Background: an optimization exercise with open tools, aiming at small area, a short achievable clock period and few clock cycles. Do not read the settings as production practice.
RTL that was checked went through simulation tests only; none was proved equivalent to the original.

==> inputs of run a <==
// ml_ops_top
module ml_ops_top (
  input  logic              clk_i,
  input  logic              rst_i,
  input  logic              ml_ops_enable_i,
  input  logic              loading_data_i,
  input  logic              relu_en_i,
  input  logic              dotp_en_i,
  input  logic              ex_ready_i,
  input  ml_ops_pkg::addr_t operand_a_addr_i,
  input  ml_ops_pkg::len_t  operand_b_size_i,
  input  ml_ops_pkg::word_t mem_rd_data_i,
  output ml_ops_pkg::word_t reg_wr_data_o,
  output ml_ops_pkg::word_t mem_wr_data_o,
  output ml_ops_pkg::addr_t mem_addr_o,
  output logic              mem_rd_en_o,
  output logic              mem_wr_en_o,
  output logic              reg_wr_en_o,
  output logic              ml_op_done_o,
  output logic              ml_ready_o
);
clock: 9.0 ns
lec_check: 0
cap_margin: 20
core_margin: 2
core_utilization: 60
cts_cluster_diameter: 120
cts_cluster_size: 24
slew_margin: 20
standard.sh (not shown) runs the stock make flow with config.mk's settings and CLKGATE_MAP_FILE= SYNTH_SCRIPT=/design/flow/synth_recipe.tcl, a recipe that flattens the netlist after the stock synthesis.
==> flow/flow/run.sh <==
#!/bin/bash
# The standard layout, with stronger port buffers and setup repair aimed
# below the clock period (same clock, same constraints).
export BUFFER_PORTS_ARGS="-buffer_cell sky130_fd_sc_hd__buf_4"
export SETUP_SLACK_MARGIN=6.0
export ABC_CLOCK_PERIOD_IN_PS=3000
bash standard.sh > standard_run.log 2>&1
==> inputs of run b, as changes to run a <==
--- a/flow/design.v
+++ b/flow/design.v
@@ -722,40 +722,30 @@
   localparam logic [3:0] T2   = 4'd10;
   localparam logic [3:0] T3   = 4'd11;
   localparam logic [3:0] T4   = 4'd12;
   localparam logic [3:0] T5   = 4'd13;
   localparam logic [3:0] FIN  = 4'd14;
   logic [3:0]  st_q, st_d;
   logic        rd_d, wr_d, done_d, regwr_d, ready_d;
   logic        relu_q;
-  logic        same, same_q;
-  logic        first_q;
-  logic        sq, sq_q;
   logic        last_q;
   logic [15:0] rem_q;
   logic        rem_dec;
   logic        rem_one;
   logic        inc;
   logic [31:0] cur_q, oth_q, cur_nx;
   logic [31:0] a_q;
   logic [31:0] x_q;
   logic [7:0]  one_q, two_q, neg_q;
   logic [31:0] p_q, q_q, r_q, p_nx, q_nx, r_nx;
-  logic [31:0] s_q, sa, c1s, c1c, c2s, c2c;
-  logic [2:0]  cy_q, cya;
-  logic        ripple;
-  logic [8:0]  b0_sum;
-  logic [9:0]  b1_sum, b2_sum;
-  logic [8:0]  b3_sum;
+  logic [31:0] s_q, c_q, sa, ca, c1s, c1c, c2s, c2c, c3s, c3c;
   logic        v1_q, v2_q;
-  logic        inc_q, clr_q;
+  logic        inc_q, clr_q, sum_q;
   assign rem_one = (rem_q == 16'd1);
-  assign same    = (operand_a_addr_i == oth_q);
-  assign sq      = sq_q || (first_q && !relu_q && same_q);
   always_comb begin
     st_d    = st_q;
     rd_d    = 1'b0;
     wr_d    = 1'b0;
     done_d  = 1'b0;
     regwr_d = 1'b0;
     rem_dec = 1'b0;
     case (st_q)
@@ -788,47 +778,36 @@
         wr_d   = 1'b1;
         done_d = last_q;
       end
       RW2: begin
         st_d = RR1;
         rd_d = 1'b1;
       end
       DA: begin
-        if (!sq) begin
-          st_d = DB;
-          rd_d = 1'b1;
-        end else begin
-          rem_dec = 1'b1;
-          if (rem_one) begin
-            st_d = T1;
-          end else begin
-            rd_d = 1'b1;
-          end
-        end
+        st_d = DB;
+        rd_d = 1'b1;
       end
       DB: begin
         rem_dec = 1'b1;
         if (rem_one) begin
           st_d = T1;
         end else begin
           st_d = DA;
           rd_d = 1'b1;
         end
       end
       T1: st_d = T2;
       T2: st_d = T3;
-      T3: st_d = sq_q ? T5 : T4;
+      T3: st_d = T4;
       T4: st_d = T5;
       T5: begin
-        if (!ripple) begin
-          st_d    = FIN;
-          regwr_d = 1'b1;
-          done_d  = 1'b1;
-        end
+        st_d    = FIN;
+        regwr_d = 1'b1;
+        done_d  = 1'b1;
       end
       default: st_d = FIN;
     endcase
     if (ml_op_done_o) begin
       st_d    = ex_ready_i ? IDLE : FIN;
       rd_d    = 1'b0;
       wr_d    = 1'b0;
       regwr_d = 1'b0;
@@ -855,95 +834,92 @@
       v2_q         <= 1'b0;
     end else begin
       st_q         <= st_d;
       mem_rd_en_o  <= rd_d;
       mem_wr_en_o  <= wr_d;
       reg_wr_en_o  <= regwr_d;
       ml_op_done_o <= done_d;
       ml_ready_o   <= ready_d;
-      v1_q         <= ml_ops_enable_i && (st_q == DB || (st_q == DA && sq));
+      v1_q         <= ml_ops_enable_i && (st_q == DB);
       v2_q         <= ml_ops_enable_i && v1_q;
     end
   end
   always_ff @(posedge clk_i) begin
-    inc_q   <= (st_d == RR1) || (st_d == RW1);
-    clr_q   <= (st_d == LD2);
-    first_q <= (st_q == LD2);
-    same_q  <= same;
+    inc_q <= (st_d == RR1) || (st_d == RW1);
+    clr_q <= (st_d == LD2);
+    sum_q <= (st_d == T5);
   end
   always_ff @(posedge clk_i) begin
     if (st_q == IDLE) begin
       relu_q <= relu_en_i;
       rem_q  <= operand_b_size_i[15:0];
     end else if (rem_dec) begin
       rem_q  <= rem_q - 16'd1;
     end
     if (st_q == RR2) begin
       last_q <= rem_one;
     end
-    sq_q <= sq && (st_q != IDLE);
   end
-  assign inc    = inc_q || sq;
+  assign inc    = inc_q;
   assign cur_nx = {cur_q[31:2] + 30'd1, cur_q[1:0]};
   always_ff @(posedge clk_i) begin
     cur_q <= inc ? cur_nx : oth_q;
     if (st_q == IDLE || st_q == LD2) begin
       oth_q <= operand_a_addr_i;
     end else if (!inc) begin
       oth_q <= cur_nx;
     end
   end
   assign mem_addr_o = cur_q;
   logic [16:0] yraw;
   logic [7:0]  one_d, two_d, neg_d;
   logic        yv;
-  assign yv = ml_ops_enable_i && (v1_q || (v2_q && !sq_q));
+  assign yv = ml_ops_enable_i && (v1_q || v2_q);
   always_comb begin
     yraw = v1_q ? {mem_rd_data_i[15:0], 1'b0} : a_q[31:15];
     for (int r = 0; r < 8; r++) begin
       one_d[r] = yv && (yraw[2*r+1] ^ yraw[2*r]);
       two_d[r] = yv && ((yraw[2*r+2] && !yraw[2*r+1] && !yraw[2*r]) ||
                         (!yraw[2*r+2] && yraw[2*r+1] && yraw[2*r]));
       neg_d[r] = yv && yraw[2*r+2] && !(yraw[2*r+1] && yraw[2*r]);
     end
   end
   always_ff @(posedge clk_i) begin
-    a_q <= mem_rd_data_i & ~{32{relu_q && mem_rd_data_i[31]}};
-    if (v1_q && sq_q) begin
-      x_q <= {mem_rd_data_i[30:15], mem_rd_data_i[15:0]};
-    end else if (v1_q) begin
+    if (sum_q) begin
+      a_q <= s_q + c_q;
+    end else begin
+      a_q <= mem_rd_data_i & ~{32{relu_q && mem_rd_data_i[31]}};
+    end
+    if (v1_q) begin
       x_q <= a_q;
     end else begin
       x_q <= {x_q[15:0], 16'd0};
     end
     one_q <= one_d;
     two_q <= two_d;
     neg_q <= neg_d;
     p_q   <= p_nx;
     q_q   <= q_nx;
     r_q   <= r_nx;
-    s_q   <= {b3_sum[8:1], b2_sum[8:1], b1_sum[8:1], b0_sum[7:0]};
-    cy_q  <= {b2_sum[9], b1_sum[9], b0_sum[8]};
+    s_q   <= c3s;
+    c_q   <= c3c;
   end
-  assign sa     = s_q & {32{!clr_q}};
-  assign cya    = cy_q & {3{!clr_q}};
-  assign ripple = (cy_q[0] && (&s_q[15:8])) || (cy_q[1] && (&s_q[23:16]));
-  assign c1s    = p_q ^ q_q ^ r_q;
-  assign c1c    = {(p_q[30:0] & q_q[30:0]) | (p_q[30:0] & r_q[30:0]) | (q_q[30:0] & r_q[30:0]), 1'b0};
-  assign c2s    = sa ^ c1s ^ c1c;
-  assign c2c    = {(sa[30:0] & c1s[30:0]) | (sa[30:0] & c1c[30:0]) | (c1s[30:0] & c1c[30:0]), 1'b0};
-  assign b0_sum = {1'b0, c2s[7:0]} + {1'b0, c2c[7:0]};
-  assign b1_sum = {1'b0, c2s[15:8], cya[0]} + {1'b0, c2c[15:8], cya[0]};
-  assign b2_sum = {1'b0, c2s[23:16], cya[1]} + {1'b0, c2c[23:16], cya[1]};
-  assign b3_sum = {c2s[31:24], cya[2]} + {c2c[31:24], cya[2]};
+  assign sa  = s_q & {32{!clr_q}};
+  assign ca  = c_q & {32{!clr_q}};
+  assign c1s = p_q ^ q_q ^ r_q;
+  assign c1c = {(p_q[30:0] & q_q[30:0]) | (p_q[30:0] & r_q[30:0]) | (q_q[30:0] & r_q[30:0]), 1'b0};
+  assign c2s = sa ^ c1s ^ c1c;
+  assign c2c = {(sa[30:0] & c1s[30:0]) | (sa[30:0] & c1c[30:0]) | (c1s[30:0] & c1c[30:0]), 1'b0};
+  assign c3s = ca ^ c2s ^ c2c;
+  assign c3c = {(ca[30:0] & c2s[30:0]) | (ca[30:0] & c2c[30:0]) | (c2s[30:0] & c2c[30:0]), 1'b0};
   ml_datapath mac_i (
     .x_i   (x_q),
     .one_i (one_q),
     .two_i (two_q),
     .neg_i (neg_q),
     .so    (p_nx),
     .co    (q_nx),
     .to    (r_nx)
   );
   assign mem_wr_data_o = a_q;
-  assign reg_wr_data_o = s_q;
+  assign reg_wr_data_o = a_q;
 endmodule
Settings changed: CORE_UTILIZATION 60 to 40, CTS_CLUSTER_DIAMETER 120 to default, CTS_CLUSTER_SIZE 24 to default.
==> inputs of run c, as changes to run a <==
--- a/flow/design.v
+++ b/flow/design.v
@@ -719,43 +719,41 @@
   localparam logic [3:0] DA   = 4'd7;
   localparam logic [3:0] DB   = 4'd8;
   localparam logic [3:0] T1   = 4'd9;
   localparam logic [3:0] T2   = 4'd10;
   localparam logic [3:0] T3   = 4'd11;
   localparam logic [3:0] T4   = 4'd12;
   localparam logic [3:0] T5   = 4'd13;
   localparam logic [3:0] FIN  = 4'd14;
+  localparam logic [3:0] T6   = 4'd15;
   logic [3:0]  st_q, st_d;
   logic        rd_d, wr_d, done_d, regwr_d, ready_d;
   logic        relu_q;
-  logic        same, same_q;
-  logic        first_q;
-  logic        sq, sq_q;
+  logic        same;
+  logic        sq_q;
   logic        last_q;
   logic [15:0] rem_q;
   logic        rem_dec;
   logic        rem_one;
   logic        inc;
   logic [31:0] cur_q, oth_q, cur_nx;
   logic [31:0] a_q;
   logic [31:0] x_q;
   logic [7:0]  one_q, two_q, neg_q;
   logic [31:0] p_q, q_q, r_q, p_nx, q_nx, r_nx;
   logic [31:0] s_q, sa, c1s, c1c, c2s, c2c;
-  logic [2:0]  cy_q, cya;
-  logic        ripple;
-  logic [8:0]  b0_sum;
-  logic [9:0]  b1_sum, b2_sum;
-  logic [8:0]  b3_sum;
+  logic        cy0_q, cy1_q, cy0a, cy1a;
+  logic [11:0] lo_sum;
+  logic [12:0] mid_sum;
+  logic [10:0] hi_sum;
   logic        v1_q, v2_q;
   logic        inc_q, clr_q;
   assign rem_one = (rem_q == 16'd1);
   assign same    = (operand_a_addr_i == oth_q);
-  assign sq      = sq_q || (first_q && !relu_q && same_q);
   always_comb begin
     st_d    = st_q;
     rd_d    = 1'b0;
     wr_d    = 1'b0;
     done_d  = 1'b0;
     regwr_d = 1'b0;
     rem_dec = 1'b0;
     case (st_q)
@@ -788,17 +786,17 @@
         wr_d   = 1'b1;
         done_d = last_q;
       end
       RW2: begin
         st_d = RR1;
         rd_d = 1'b1;
       end
       DA: begin
-        if (!sq) begin
+        if (!sq_q) begin
           st_d = DB;
           rd_d = 1'b1;
         end else begin
           rem_dec = 1'b1;
           if (rem_one) begin
             st_d = T1;
           end else begin
             rd_d = 1'b1;
@@ -813,22 +811,21 @@
           st_d = DA;
           rd_d = 1'b1;
         end
       end
       T1: st_d = T2;
       T2: st_d = T3;
       T3: st_d = sq_q ? T5 : T4;
       T4: st_d = T5;
-      T5: begin
-        if (!ripple) begin
-          st_d    = FIN;
-          regwr_d = 1'b1;
-          done_d  = 1'b1;
-        end
+      T5: st_d = T6;
+      T6: begin
+        st_d    = FIN;
+        regwr_d = 1'b1;
+        done_d  = 1'b1;
       end
       default: st_d = FIN;
     endcase
     if (ml_op_done_o) begin
       st_d    = ex_ready_i ? IDLE : FIN;
       rd_d    = 1'b0;
       wr_d    = 1'b0;
       regwr_d = 1'b0;
@@ -855,39 +852,41 @@
       v2_q         <= 1'b0;
     end else begin
       st_q         <= st_d;
       mem_rd_en_o  <= rd_d;
       mem_wr_en_o  <= wr_d;
       reg_wr_en_o  <= regwr_d;
       ml_op_done_o <= done_d;
       ml_ready_o   <= ready_d;
-      v1_q         <= ml_ops_enable_i && (st_q == DB || (st_q == DA && sq));
+      v1_q         <= ml_ops_enable_i && (st_q == DB || (st_q == DA && sq_q));
       v2_q         <= ml_ops_enable_i && v1_q;
     end
   end
   always_ff @(posedge clk_i) begin
-    inc_q   <= (st_d == RR1) || (st_d == RW1);
-    clr_q   <= (st_d == LD2);
-    first_q <= (st_q == LD2);
-    same_q  <= same;
+    inc_q <= (st_d == RR1) || (st_d == RW1);
+    clr_q <= (st_d == LD2);
   end
   always_ff @(posedge clk_i) begin
     if (st_q == IDLE) begin
       relu_q <= relu_en_i;
       rem_q  <= operand_b_size_i[15:0];
     end else if (rem_dec) begin
       rem_q  <= rem_q - 16'd1;
     end
     if (st_q == RR2) begin
       last_q <= rem_one;
     end
-    sq_q <= sq && (st_q != IDLE);
+    if (st_q == LD2) begin
+      sq_q <= same;
+    end else if (st_q == IDLE) begin
+      sq_q <= 1'b0;
+    end
   end
-  assign inc    = inc_q || sq;
+  assign inc    = inc_q || sq_q;
   assign cur_nx = {cur_q[31:2] + 30'd1, cur_q[1:0]};
   always_ff @(posedge clk_i) begin
     cur_q <= inc ? cur_nx : oth_q;
     if (st_q == IDLE || st_q == LD2) begin
       oth_q <= operand_a_addr_i;
     end else if (!inc) begin
       oth_q <= cur_nx;
     end
@@ -916,30 +915,30 @@
       x_q <= {x_q[15:0], 16'd0};
     end
     one_q <= one_d;
     two_q <= two_d;
     neg_q <= neg_d;
     p_q   <= p_nx;
     q_q   <= q_nx;
     r_q   <= r_nx;
-    s_q   <= {b3_sum[8:1], b2_sum[8:1], b1_sum[8:1], b0_sum[7:0]};
-    cy_q  <= {b2_sum[9], b1_sum[9], b0_sum[8]};
+    s_q   <= {hi_sum[10:1], mid_sum[11:1], lo_sum[10:0]};
+    cy0_q <= lo_sum[11];
+    cy1_q <= mid_sum[12];
   end
   assign sa     = s_q & {32{!clr_q}};
-  assign cya    = cy_q & {3{!clr_q}};
-  assign ripple = (cy_q[0] && (&s_q[15:8])) || (cy_q[1] && (&s_q[23:16]));
+  assign cy0a   = cy0_q && !clr_q;
+  assign cy1a   = cy1_q && !clr_q;
   assign c1s    = p_q ^ q_q ^ r_q;
   assign c1c    = {(p_q[30:0] & q_q[30:0]) | (p_q[30:0] & r_q[30:0]) | (q_q[30:0] & r_q[30:0]), 1'b0};
   assign c2s    = sa ^ c1s ^ c1c;
   assign c2c    = {(sa[30:0] & c1s[30:0]) | (sa[30:0] & c1c[30:0]) | (c1s[30:0] & c1c[30:0]), 1'b0};
-  assign b0_sum = {1'b0, c2s[7:0]} + {1'b0, c2c[7:0]};
-  assign b1_sum = {1'b0, c2s[15:8], cya[0]} + {1'b0, c2c[15:8], cya[0]};
-  assign b2_sum = {1'b0, c2s[23:16], cya[1]} + {1'b0, c2c[23:16], cya[1]};
-  assign b3_sum = {c2s[31:24], cya[2]} + {c2c[31:24], cya[2]};
+  assign lo_sum  = {1'b0, c2s[10:0]} + {1'b0, c2c[10:0]};
+  assign mid_sum = {1'b0, c2s[21:11], cy0a} + {1'b0, c2c[21:11], cy0a};
+  assign hi_sum  = {c2s[31:22], cy1a} + {c2c[31:22], cy1a};
   ml_datapath mac_i (
     .x_i   (x_q),
     .one_i (one_q),
     .two_i (two_q),
     .neg_i (neg_q),
     .so    (p_nx),
     .co    (q_nx),
     .to    (r_nx)
==> flow/flow/run.sh (replaced) <==
#!/bin/bash
# The standard layout, with chosen port buffers and setup repair aimed
# below the clock period (same clock, same constraints).
export BUFFER_PORTS_ARGS="-buffer_cell sky130_fd_sc_hd__buf_1"
export PRE_RESIZE_TCL="$PWD/flow/pre_resize.tcl"
export SETUP_SLACK_MARGIN=6.0
export ABC_CLOCK_PERIOD_IN_PS=3000
bash standard.sh > standard_run.log 2>&1
==> flow/flow/pre_resize.tcl (new file) <==
# Ports were buffered with the smallest buffer; the output ports, which drive
# the outside load, get a stronger one. The input ports keep the small one.
set n 0
foreach inst [get_cells output*] {
  if { [get_property [get_lib_cells -of_objects $inst] name] == "sky130_fd_sc_hd__buf_1" } {
    replace_cell $inst sky130_fd_sc_hd__buf_4
    incr n
  }
}
puts "pre_resize: $n output port buffers set to sky130_fd_sc_hd__buf_4"
==> summary.txt <==
Against run a, the via count of run b is larger by about 7%.
In run b the worst setup slack is lower than in run a, by 0.027 ns.
Against run a, the sequential cell count of run c is lower by 3.
Against run a, the non-clock buffer count of run b is higher by 10.
Run b finished with timing, DRC and antenna clean. Run a finished clean. Run c finished with timing, DRC and antenna clean.
Of run c and run b, run b has the higher clock-buffer cell count (gap 35).
Die area: run b > run a > run c.
Of run a and run c, run c has the higher wire length (gap about 0.53%, measured against run c).
The lowest global-route usage belongs to run b, the highest to run c.
Testbench counts of run b, summed over its fixed seeds: cycles 45,209.
Testbench counts of run c, summed over its fixed seeds: cycles 43,054.
The RTL of run a was laid out without a check of its function.

what the ideal ports hide:
How much do the figures lean on ideal ports? The routed layouts below were timed once more, with nothing changed but the port constraints. Step 1 assumes that a clkbuf_16 drives the clock port and a buf_2 every other input. Step 2 adds t to the input delays and takes it off the output delays; t is the mean of the earliest and latest rising clock arrival at the registers after step 1. Input paths then give back, and output paths get back, about the clock's delay inside the block. Three values: ideal, step 1, step 2; two values: the first two.
run | t, ns | slack for setup (ns) | worst hold slack (ns) | latest minus earliest clock arrival (ns)
run a | 0.568 | 6.044 / 5.989 / 5.858 | 0.504 / 0.504 / 0.504 | 0.032 / 0.032
run b | 0.622 | 6.017 / 5.966 / 5.752 | 0.424 / 0.424 / 0.424 | 0.032 / 0.032
run c | 0.574 | 5.882 / 5.882 / 5.803 | 0.491 / 0.491 / 0.491 | 0.024 / 0.024
After both steps every run listed still meets setup and hold. The setup slack of run b, which loses most, moves by -0.051 ns with the drivers and by -0.265 ns with both steps.
